Background: an optimization exercise with open tools, aiming at small area, a short achievable clock period and few clock cycles per item. Do not read the settings as production practice.
At most, simulation tests tie the RTL to the original design; equivalence was not proved.
Power figures rest on the tool's default switching activity, not on a simulated workload.

==> try-juniper <==
==> flow/design.v <==
`timescale 1ns / 1ps
package rrts_pkg;
    localparam logic [1:0] ACT_LOAD    = 2'd0;
    localparam logic [1:0] ACT_TICK    = 2'd1;
    localparam logic [1:0] ACT_RESTART = 2'd2;
    localparam logic [15:0] TIME_MAX  = 16'hFFFF;
    localparam logic [7:0]  SLICE_MAX = 8'hFF;
endpackage
`timescale 1ns / 1ps
module rrts_ctrl (
    input  logic i_clk,
    input  logic i_rst_n,
    input  logic i_in_valid,
    output logic o_in_ready,
    output logic o_out_valid,
    input  logic i_out_ready,
    output logic o_acc,
    output logic o_exec,
    output logic o_head_en,
    output logic o_head_from_sk,
    output logic o_sk_en
);
    logic r_ov;
    logic r_sk;
    logic r_irv;
    logic r_rdy;
    logic head_free;
    logic sk_n, irv_n;
    assign head_free      = !r_ov || i_out_ready;
    assign o_acc          = i_in_valid && r_rdy;
    assign o_exec         = r_irv && !r_sk;
    assign o_head_en      = head_free && (r_sk || o_exec);
    assign o_head_from_sk = r_sk;
    assign o_sk_en        = !head_free && o_exec;
    assign o_in_ready     = r_rdy;
    assign o_out_valid    = r_ov;
    assign sk_n  = !head_free && (r_sk || o_exec);
    assign irv_n = o_acc || (r_irv && r_sk);
    always_ff @(posedge i_clk) begin
        if (!i_rst_n) begin
            r_ov  <= 1'b0;
            r_sk  <= 1'b0;
            r_irv <= 1'b0;
            r_rdy <= 1'b1;
        end else begin
            r_ov  <= !head_free || r_sk || o_exec;
            r_sk  <= sk_n;
            r_irv <= irv_n;
            r_rdy <= !irv_n || !sk_n;
        end
    end
endmodule
`timescale 1ns / 1ps
module rrts_dp (
    input  logic        i_clk,
    input  logic        i_rst_n,
    input  logic        i_acc,
    input  logic        i_exec,
    input  logic [1:0]  i_action,
    input  logic [2:0]  i_slot,
    input  logic [7:0]  i_burst,
    input  logic [15:0] i_arrival,
    input  logic [7:0]  i_quantum,
    input  logic [3:0]  i_task_count,
    input  logic        i_head_en,
    input  logic        i_head_from_sk,
    input  logic        i_sk_en,
    output logic [2:0]  o_ran_slot,
    output logic        o_idle,
    output logic        o_completed,
    output logic [15:0] o_ctime,
    output logic        o_all_done
);
    logic [7:0]  r_rem   [0:7];
    logic [7:0]  r_burst [0:7];
    logic [15:0] r_arr   [0:7];
    logic [7:0]  r_ready;
    logic [7:0]  r_nz;
    logic [7:0]  r_bnz;
    logic [15:0] r_time;
    logic [2:0]  r_ptr;
    logic [2:0]  r_run;
    logic [7:0]  r_slice;
    logic [2:0]  r_h_slot;
    logic        r_h_idle;
    logic        r_h_comp;
    logic [15:0] r_h_time;
    logic        r_h_ad;
    logic        r_s_idle;
    logic        r_s_comp;
    logic [1:0]  r_action;
    logic [2:0]  r_slot;
    logic [7:0]  r_bin;
    logic [15:0] r_arrival;
    logic        is_load, is_tick, is_rst;
    logic [7:0]  use_m, nz, one, bnz, cand, run_oh, hi, g_hi, g_all, g, ptr_oh;
    logic [7:0]  nz_next, slot_oh;
    logic        cont, have, completed, slice_end, ge_c, ge_n, ge_cc, ge_2, ge_d;
    logic        r_ge;
    logic [7:0]  act_m;
    logic        a_empty, a_single, a_one;
    logic [7:0]  ptr_oh_nxt;
    logic [7:0]  slice_c;
    logic [2:0]  p, ptr_nxt;
    logic [7:0]  slice_inc, q_eff;
    logic [15:0] time_inc, time_d;
    logic        ad_now, ad_next;
    logic        load_ready;
    always_ff @(posedge i_clk) begin
        if (i_acc) begin
            r_action  <= i_action;
            r_slot    <= i_slot;
            r_bin     <= i_burst;
            r_arrival <= i_arrival;
        end
    end
    assign is_load = (r_action == rrts_pkg::ACT_LOAD);
    assign is_tick = (r_action == rrts_pkg::ACT_TICK);
    assign is_rst  = (r_action == rrts_pkg::ACT_RESTART);
    always_comb begin
        for (int i = 0; i < 8; i++) begin
            use_m[i]   = (i_task_count > 4'(i));
            one[i]     = (r_rem[i] == 8'd1);
            run_oh[i]  = (r_run == 3'(i));
            slot_oh[i] = (r_slot == 3'(i));
            hi[i]      = (3'(i) >= r_ptr);
        end
    end
    assign nz   = r_nz;
    assign bnz  = r_bnz;
    assign cand = r_ready & nz & use_m;
    assign cont = (r_slice != 8'd0) && ((run_oh & use_m & nz) != 8'd0);
    always_comb begin
        logic [7:0] m;
        logic       seen_hi, seen_all;
        m        = cand & hi;
        seen_hi  = 1'b0;
        seen_all = 1'b0;
        for (int i = 0; i < 8; i++) begin
            g_hi[i]  = m[i] && !seen_hi;
            g_all[i] = cand[i] && !seen_all;
            seen_hi  = seen_hi || m[i];
            seen_all = seen_all || cand[i];
        end
    end
    assign g    = cont ? run_oh : ((cand & hi) != 8'd0) ? g_hi : g_all;
    assign have = cont || (cand != 8'd0);
    always_comb begin
        p = 3'd0;
        for (int i = 0; i < 8; i++) if (g[i]) p = p | 3'(i);
    end
    assign q_eff     = (i_quantum == 8'd0) ? 8'd1 : i_quantum;
    assign slice_c   = (r_slice == rrts_pkg::SLICE_MAX) ? r_slice : r_slice + 8'd1;
    assign ge_c      = (slice_c >= q_eff);
    assign ge_cc     = (slice_c == rrts_pkg::SLICE_MAX) || ((slice_c + 8'd1) >= q_eff);
    assign ge_n      = (q_eff == 8'd1);
    assign ge_2      = (q_eff <= 8'd2);
    assign slice_inc = cont ? slice_c : 8'd1;
    assign completed = (g & one) != 8'd0;
    assign slice_end = completed || (cont ? r_ge : ge_n);
    always_comb begin
        ge_d = ge_c;
        if (i_exec && is_tick) begin
            if (have && !slice_end) ge_d = cont ? ge_cc : ge_2;
            else                    ge_d = ge_n;
        end else if (i_exec && is_rst) begin
            ge_d = ge_n;
        end
    end
    always_ff @(posedge i_clk) r_ge <= ge_d;
    assign ptr_oh_nxt = {g[6:0], 1'b0} & use_m;
    always_comb begin
        ptr_nxt = 3'd0;
        for (int i = 0; i < 8; i++) if (ptr_oh_nxt[i]) ptr_nxt = ptr_nxt | 3'(i);
    end
    assign time_inc  = (r_time == rrts_pkg::TIME_MAX) ? r_time : r_time + 16'd1;
    assign time_d    = is_tick ? time_inc : is_rst ? 16'd0 : r_time;
    assign load_ready = (r_arrival <= r_time);
    assign act_m    = use_m & nz;
    assign a_empty  = (act_m == 8'd0);
    assign a_single = $onehot(act_m);
    assign a_one    = ((act_m & one) != 8'd0);
    always_comb begin
        if (is_tick)      ad_next = a_empty || (a_single && a_one && have);
        else if (is_load) ad_next = ((act_m & ~slot_oh) == 8'd0) && ((use_m & slot_oh) == 8'd0 || r_bin == 8'd0);
        else if (is_rst)  ad_next = ((use_m & bnz) == 8'd0);
        else              ad_next = a_empty;
    end
    always_comb begin
        for (int i = 0; i < 8; i++) begin
            if (is_tick)      nz_next[i] = nz[i] && !(g[i] && one[i]);
            else if (is_load) nz_next[i] = slot_oh[i] ? (r_bin != 8'd0) : nz[i];
            else if (is_rst)  nz_next[i] = bnz[i];
            else              nz_next[i] = nz[i];
        end
    end
    assign ad_now = a_empty;
    always_ff @(posedge i_clk) begin
        if (i_exec) begin
            for (int i = 0; i < 8; i++) begin
                if (is_load && slot_oh[i]) begin
                    r_rem[i]   <= r_bin;
                    r_burst[i] <= r_bin;
                    r_arr[i]   <= r_arrival;
                    r_ready[i] <= load_ready;
                end else if (is_tick) begin
                    if (g[i]) r_rem[i] <= r_rem[i] - 8'd1;
                    if (r_arr[i] == time_inc) r_ready[i] <= 1'b1;
                end else if (is_rst) begin
                    r_rem[i]   <= r_burst[i];
                    r_ready[i] <= (r_arr[i] == 16'd0);
                end
            end
        end
    end
    always_ff @(posedge i_clk) begin
        if (!i_rst_n) begin
            r_nz     <= 8'd0;
            r_bnz    <= 8'd0;
            r_time   <= 16'd0;
            r_ptr    <= 3'd0;
            r_run    <= 3'd0;
            r_slice  <= 8'd0;
        end else if (i_exec) begin
            r_nz <= nz_next;
            if (is_load) begin
                for (int i = 0; i < 8; i++) if (slot_oh[i]) r_bnz[i] <= (r_bin != 8'd0);
            end
            r_time <= time_d;
            if (is_tick) begin
                if (have) begin
                    r_run   <= p;
                    r_slice <= slice_end ? 8'd0 : slice_inc;
                    if (slice_end) r_ptr <= ptr_nxt;
                end else begin
                    r_slice <= 8'd0;
                end
            end else if (is_rst) begin
                r_ptr   <= 3'd0;
                r_run   <= 3'd0;
                r_slice <= 8'd0;
            end
        end
    end
    always_ff @(posedge i_clk) begin
        if (i_head_en) begin
            if (i_head_from_sk) begin
                r_h_slot <= r_s_idle ? 3'd0 : r_run;
                r_h_idle <= r_s_idle;
                r_h_comp <= r_s_comp;
                r_h_time <= r_time;
                r_h_ad   <= ad_now;
            end else begin
                r_h_slot <= (is_tick && have) ? p : 3'd0;
                r_h_idle <= !(is_tick && have);
                r_h_comp <= is_tick && completed;
                r_h_time <= time_d;
                r_h_ad   <= ad_next;
            end
        end
        if (i_sk_en) begin
            r_s_idle <= !(is_tick && have);
            r_s_comp <= is_tick && completed;
        end
    end
    assign o_ran_slot  = r_h_slot;
    assign o_idle      = r_h_idle;
    assign o_completed = r_h_comp;
    assign o_ctime     = r_h_time;
    assign o_all_done  = r_h_ad;
endmodule
`timescale 1ns / 1ps
module round_robin_time_slice_scheduler #(
    parameter int MAX_TASKS = 8
) (
    input  logic        i_clk,
    input  logic        i_rst_n,
    input  logic        i_in_valid,
    output logic        o_in_ready,
    input  logic [1:0]  i_in_action,
    input  logic [2:0]  i_in_slot,
    input  logic [7:0]  i_in_burst,
    input  logic [15:0] i_in_arrival,
    output logic        o_out_valid,
    input  logic        i_out_ready,
    output logic [2:0]  o_out_ran_slot,
    output logic        o_out_idle,
    output logic        o_out_completed,
    output logic [15:0] o_out_completion_time,
    output logic        o_out_all_done,
    input  logic        psel,
    input  logic        penable,
    input  logic        pwrite,
    input  logic [2:0]  paddr,
    input  logic [31:0] pwdata,
    output logic [31:0] prdata,
    output logic        pready
);
    logic [7:0] r_quantum;
    logic [3:0] r_task_count;
    logic [7:0] r_prdata;
    logic       r_pready;
    logic       cfg_wr;
    logic       acc, exec, head_en, head_from_sk, sk_en;
    assign pready = r_pready;
    assign prdata = {24'd0, r_prdata};
    assign cfg_wr = psel && penable && pwrite && r_pready;
    always_ff @(posedge i_clk) begin
        if (!i_rst_n) begin
            r_quantum    <= 8'd2;
            r_task_count <= 4'd8;
            r_pready     <= 1'b0;
        end else begin
            r_pready <= psel;
            if (cfg_wr) begin
                if (paddr[2]) r_task_count <= pwdata[3:0];
                else          r_quantum    <= pwdata[7:0];
            end
        end
    end
    always_ff @(posedge i_clk) begin
        r_prdata <= paddr[2] ? {4'd0, r_task_count} : r_quantum;
    end
    rrts_ctrl u_ctrl (
        .i_clk          (i_clk),
        .i_rst_n        (i_rst_n),
        .i_in_valid     (i_in_valid),
        .o_in_ready     (o_in_ready),
        .o_out_valid    (o_out_valid),
        .i_out_ready    (i_out_ready),
        .o_acc          (acc),
        .o_exec         (exec),
        .o_head_en      (head_en),
        .o_head_from_sk (head_from_sk),
        .o_sk_en        (sk_en)
    );
    rrts_dp u_dp (
        .i_clk          (i_clk),
        .i_rst_n        (i_rst_n),
        .i_acc          (acc),
        .i_exec         (exec),
        .i_action       (i_in_action),
        .i_slot         (i_in_slot),
        .i_burst        (i_in_burst),
        .i_arrival      (i_in_arrival),
        .i_quantum      (r_quantum),
        .i_task_count   (r_task_count),
        .i_head_en      (head_en),
        .i_head_from_sk (head_from_sk),
        .i_sk_en        (sk_en),
        .o_ran_slot     (o_out_ran_slot),
        .o_idle         (o_out_idle),
        .o_completed    (o_out_completed),
        .o_ctime        (o_out_completion_time),
        .o_all_done     (o_out_all_done)
    );
endmodule
==> flow/flow/run.sh <==
#!/bin/bash
set -euo pipefail
bash standard.sh SETUP_SLACK_MARGIN=7 "BUFFER_PORTS_ARGS=-buffer_cell sky130_fd_sc_hd__buf_2" CTS_CLUSTER_SIZE=30 CTS_CLUSTER_DIAMETER=120 finish > standard_flow.log 2>&1
==> flow/standard.sh <==
#!/bin/bash
# synth_recipe.tcl (not shown) runs the flow's synth.tcl, then flattens the netlist and writes it again
# the make line also repeats each setting of config.mk as NAME=value (left out here)
make -C /OpenROAD-flow-scripts/flow DESIGN_CONFIG=/design/flow/config.mk WORK_HOME=/design/flow/orfs CLKGATE_MAP_FILE= SYNTH_SCRIPT=/design/flow/synth_recipe.tcl "${@:-finish}"
==> flow/config.mk <==
export PLATFORM = sky130hd
export DESIGN_NAME = round_robin_time_slice_scheduler
export DESIGN_NICKNAME = round_robin_time_slice_scheduler
export VERILOG_FILES = /design/flow/design.v
export SDC_FILE = /design/flow/constraint.sdc
export NUM_CORES = 4
export LEC_CHECK = 0
export CAP_MARGIN = 20
export CORE_MARGIN = 2
export CORE_UTILIZATION = 40
export SLEW_MARGIN = 20
==> flow/constraint.sdc <==
create_clock -name core_clock -period 10.0 [get_ports {i_clk}]
set_input_delay 2.0000 -clock core_clock [delete_from_list [all_inputs] [get_ports {i_clk}]]
set_output_delay 2.0000 -clock core_clock [all_outputs]
set_load 0.01 [all_outputs]
==> inputs of try-raven, as changes to try-juniper <==
--- a/flow/design.v
+++ b/flow/design.v
@@ -79,2 +79,3 @@
     logic [7:0]  r_bnz;
+    logic [7:0]  r_use;
     logic [15:0] r_time;
@@ -83,2 +84,7 @@
     logic [7:0]  r_slice;
+    logic        r_ge;
+    logic        r_open;
+    logic [1:0]  r_action;
+    logic [2:0]  r_slot;
+    logic        r_due;
     logic [2:0]  r_h_slot;
@@ -90,28 +96,45 @@
     logic        r_s_comp;
-    logic [1:0]  r_action;
-    logic [2:0]  r_slot;
-    logic [7:0]  r_bin;
-    logic [15:0] r_arrival;
     logic        is_load, is_tick, is_rst;
-    logic [7:0]  use_m, nz, one, bnz, cand, run_oh, hi, g_hi, g_all, g, ptr_oh;
-    logic [7:0]  nz_next, slot_oh;
-    logic        cont, have, completed, slice_end, ge_c, ge_n, ge_cc, ge_2, ge_d;
-    logic        r_ge;
-    logic [7:0]  act_m;
-    logic        a_empty, a_single, a_one;
-    logic [7:0]  ptr_oh_nxt;
-    logic [7:0]  slice_c;
+    logic        in_load;
+    logic [7:0]  in_slot_oh;
+    logic [7:0]  one, cand, run_oh, hi, g_hi, g_all, g, slot_oh, act_m;
+    logic [7:0]  nz_next, ptr_oh_nxt;
+    logic        cont, have, completed, slice_end;
+    logic        ge_c, ge_cc, ge_n, ge_2, ge_d;
     logic [2:0]  p, ptr_nxt;
-    logic [7:0]  slice_inc, q_eff;
-    logic [15:0] time_inc, time_d;
-    logic        ad_now, ad_next;
-    logic        load_ready;
+    logic [7:0]  q_eff, slice_c, slice_inc;
+    logic [15:0] time_inc, time_d, time_now;
+    logic        a_empty, a_last, ad_next;
+    assign in_load = (i_action == rrts_pkg::ACT_LOAD);
+    always_comb begin
+        for (int i = 0; i < 8; i++) in_slot_oh[i] = (i_slot == 3'(i));
+    end
+    assign time_now = i_exec ? time_d : r_time;
     always_ff @(posedge i_clk) begin
         if (i_acc) begin
-            r_action  <= i_action;
-            r_slot    <= i_slot;
-            r_bin     <= i_burst;
-            r_arrival <= i_arrival;
+            r_action <= i_action;
+            r_slot   <= i_slot;
+            r_due    <= (i_arrival <= time_now);
+        end
+    end
+    always_ff @(posedge i_clk) begin
+        for (int i = 0; i < 8; i++) begin
+            if (i_acc && in_load && in_slot_oh[i]) begin
+                r_burst[i] <= i_burst;
+                r_arr[i]   <= i_arrival;
+            end
+        end
+    end
+    always_ff @(posedge i_clk) begin
+        if (!i_rst_n) begin
+            r_bnz <= 8'd0;
+        end else begin
+            for (int i = 0; i < 8; i++) begin
+                if (i_acc && in_load && in_slot_oh[i]) r_bnz[i] <= (i_burst != 8'd0);
+            end
         end
     end
+    always_ff @(posedge i_clk) begin
+        for (int i = 0; i < 8; i++) r_use[i] <= (i_task_count > 4'(i));
+    end
     assign is_load = (r_action == rrts_pkg::ACT_LOAD);
@@ -121,3 +144,2 @@
         for (int i = 0; i < 8; i++) begin
-            use_m[i]   = (i_task_count > 4'(i));
             one[i]     = (r_rem[i] == 8'd1);
@@ -128,6 +150,5 @@
     end
-    assign nz   = r_nz;
-    assign bnz  = r_bnz;
-    assign cand = r_ready & nz & use_m;
-    assign cont = (r_slice != 8'd0) && ((run_oh & use_m & nz) != 8'd0);
+    assign act_m = r_use & r_nz;
+    assign cand  = r_ready & act_m;
+    assign cont  = r_open && ((run_oh & act_m) != 8'd0);
     always_comb begin
@@ -170,3 +191,3 @@
     always_ff @(posedge i_clk) r_ge <= ge_d;
-    assign ptr_oh_nxt = {g[6:0], 1'b0} & use_m;
+    assign ptr_oh_nxt = {g[6:0], 1'b0} & r_use;
     always_comb begin
@@ -175,13 +196,15 @@
     end
-    assign time_inc  = (r_time == rrts_pkg::TIME_MAX) ? r_time : r_time + 16'd1;
-    assign time_d    = is_tick ? time_inc : is_rst ? 16'd0 : r_time;
-    assign load_ready = (r_arrival <= r_time);
-    assign act_m    = use_m & nz;
-    assign a_empty  = (act_m == 8'd0);
-    assign a_single = $onehot(act_m);
-    assign a_one    = ((act_m & one) != 8'd0);
-    always_comb begin
-        if (is_tick)      ad_next = a_empty || (a_single && a_one && have);
-        else if (is_load) ad_next = ((act_m & ~slot_oh) == 8'd0) && ((use_m & slot_oh) == 8'd0 || r_bin == 8'd0);
-        else if (is_rst)  ad_next = ((use_m & bnz) == 8'd0);
+    assign time_inc = (r_time == rrts_pkg::TIME_MAX) ? r_time : r_time + 16'd1;
+    assign time_d   = is_tick ? time_inc : is_rst ? 16'd0 : r_time;
+    assign a_empty = (act_m == 8'd0);
+    always_comb begin
+        a_last = 1'b0;
+        for (int i = 0; i < 8; i++) begin
+            if (act_m[i] && one[i] && ((act_m & ~(8'd1 << i)) == 8'd0)) a_last = 1'b1;
+        end
+    end
+    always_comb begin
+        if (is_tick)      ad_next = a_empty || (a_last && have);
+        else if (is_load) ad_next = ((act_m & ~slot_oh) == 8'd0) && ((r_use & r_bnz & slot_oh) == 8'd0);
+        else if (is_rst)  ad_next = ((r_use & r_bnz) == 8'd0);
         else              ad_next = a_empty;
@@ -190,9 +213,8 @@
         for (int i = 0; i < 8; i++) begin
-            if (is_tick)      nz_next[i] = nz[i] && !(g[i] && one[i]);
-            else if (is_load) nz_next[i] = slot_oh[i] ? (r_bin != 8'd0) : nz[i];
-            else if (is_rst)  nz_next[i] = bnz[i];
-            else              nz_next[i] = nz[i];
+            if (is_tick)      nz_next[i] = r_nz[i] && !(g[i] && one[i]);
+            else if (is_load) nz_next[i] = slot_oh[i] ? r_bnz[i] : r_nz[i];
+            else if (is_rst)  nz_next[i] = r_bnz[i];
+            else              nz_next[i] = r_nz[i];
         end
     end
-    assign ad_now = a_empty;
     always_ff @(posedge i_clk) begin
@@ -200,14 +222,7 @@
             for (int i = 0; i < 8; i++) begin
-                if (is_load && slot_oh[i]) begin
-                    r_rem[i]   <= r_bin;
-                    r_burst[i] <= r_bin;
-                    r_arr[i]   <= r_arrival;
-                    r_ready[i] <= load_ready;
-                end else if (is_tick) begin
-                    if (g[i]) r_rem[i] <= r_rem[i] - 8'd1;
-                    if (r_arr[i] == time_inc) r_ready[i] <= 1'b1;
-                end else if (is_rst) begin
-                    r_rem[i]   <= r_burst[i];
-                    r_ready[i] <= (r_arr[i] == 16'd0);
-                end
+                if ((is_load && slot_oh[i]) || is_rst) r_rem[i] <= r_burst[i];
+                else if (is_tick && g[i])              r_rem[i] <= r_rem[i] - 8'd1;
+                if (is_load && slot_oh[i])             r_ready[i] <= r_due;
+                else if (is_rst)                       r_ready[i] <= (r_arr[i] == 16'd0);
+                else if (is_tick && (r_arr[i] == time_inc)) r_ready[i] <= 1'b1;
             end
@@ -217,13 +232,10 @@
         if (!i_rst_n) begin
-            r_nz     <= 8'd0;
-            r_bnz    <= 8'd0;
-            r_time   <= 16'd0;
-            r_ptr    <= 3'd0;
-            r_run    <= 3'd0;
-            r_slice  <= 8'd0;
+            r_nz    <= 8'd0;
+            r_time  <= 16'd0;
+            r_ptr   <= 3'd0;
+            r_run   <= 3'd0;
+            r_slice <= 8'd0;
+            r_open  <= 1'b0;
         end else if (i_exec) begin
-            r_nz <= nz_next;
-            if (is_load) begin
-                for (int i = 0; i < 8; i++) if (slot_oh[i]) r_bnz[i] <= (r_bin != 8'd0);
-            end
+            r_nz   <= nz_next;
             r_time <= time_d;
@@ -233,2 +245,3 @@
                     r_slice <= slice_end ? 8'd0 : slice_inc;
+                    r_open  <= !slice_end;
                     if (slice_end) r_ptr <= ptr_nxt;
@@ -236,2 +249,3 @@
                     r_slice <= 8'd0;
+                    r_open  <= 1'b0;
                 end
@@ -241,2 +255,3 @@
                 r_slice <= 8'd0;
+                r_open  <= 1'b0;
             end
@@ -251,3 +266,3 @@
                 r_h_time <= r_time;
-                r_h_ad   <= ad_now;
+                r_h_ad   <= a_empty;
             end else begin
==> flow/flow/run.sh (replaced) <==
#!/bin/bash
set -euo pipefail
bash standard.sh SETUP_SLACK_MARGIN=7 "BUFFER_PORTS_ARGS=-buffer_cell sky130_fd_sc_hd__buf_2" CTS_CLUSTER_SIZE=20 CTS_CLUSTER_DIAMETER=80 finish > standard_flow.log 2>&1
==> comparison <==
try-raven produced a clean layout. try-juniper ran to the end with no violations.
Total power: try-juniper is lower than try-raven (5.7%).
Of try-juniper and try-raven, try-juniper has the higher via count (gap about 6%, measured against try-raven).
In try-juniper the sequential power is larger than in try-raven, by about 6%.
In try-juniper the synthesized cell count is larger than in try-raven, by 12%.
Against try-juniper, the maximum frequency of try-raven is higher by 4.0%.
Between try-raven and try-juniper, the lower global-route usage is in try-juniper (gap 1.9 points).
Between try-juniper and try-raven, the lower critical path depth is in try-juniper (gap 1).
Clock power: try-raven is larger than try-juniper (32%).
==> figures <==
metric                                                          try-juniper       try-raven
Top-area cell type share of the netlist area                          45.8%           45.6%
Fin util                                                              46.8%           48.7%
Placement-stage worst setup slack                                   5.54 ns         5.37 ns
Met1 Track Usage GR                                                   29.6%           30.9%
Reg clk slew, reported paths                                        0.12 ns         0.09 ns
Half-perimeter wire length of the detailed placement result        39100 µm        40100 µm
Proportion of total power due to net switching                        23.9%           24.1%
Number of placed instances with taps included                          2695            2433
Mapped Area                                                       20800 µm²       19400 µm²
Per-cell routed wire length                                         21.2 µm         23.2 µm
Worst setup path endpoint                                       u_dp.r_h_ad      u_dp.r_due
Share of power burned in the clock network                            29.4%           36.7%
Instance count of the mapped netlist                                   2004            1796
Slew HR                                                               27.9%           23.3%
Result of the run                                            finished clean  finished clean
Leakage Power                                                       8.22 nW         7.91 nW
DR iter-0 viols                                                        1715            1344
Post-Route WL                                                      59600 µm        60200 µm
Testbench counts of try-raven, summed over its fixed seeds: cycles 6,637, items 6,509.
The RTL of try-juniper was laid out without a check of its function.

port drivers added, routing unchanged:
No port has a modelled driver above. Below, the same layouts with a new extraction and two added sets of constraints.
Step 1 assumes that a clkbuf_16 drives the clock port and a buf_2 every other input.
Step 2 times the ports against the registers' clock, not the clock port: input delays grow and output delays shrink by t, the midpoint of the rising clock arrivals with the driver on.
a / b / c = ideal / step 1 / step 2; a / b = the first two.
| run | t (ns) | setup WS [ns] | clock arrival spread, ns | worst register clock-pin slew, ns |
|---|---|---|---|---|
| try-juniper | 0.598 | 6.393 / 6.393 / 6.393 | 0.032 / 0.032 | 0.12 / 0.12 |
| try-raven | 0.628 | 6.532 / 6.532 / 6.020 | 0.022 / 0.022 | 0.09 / 0.09 |
After both steps setup and hold are still met in every run listed. The setup slack of try-raven, which loses most, moves by 0.000 ns with the drivers and by -0.512 ns with both steps.
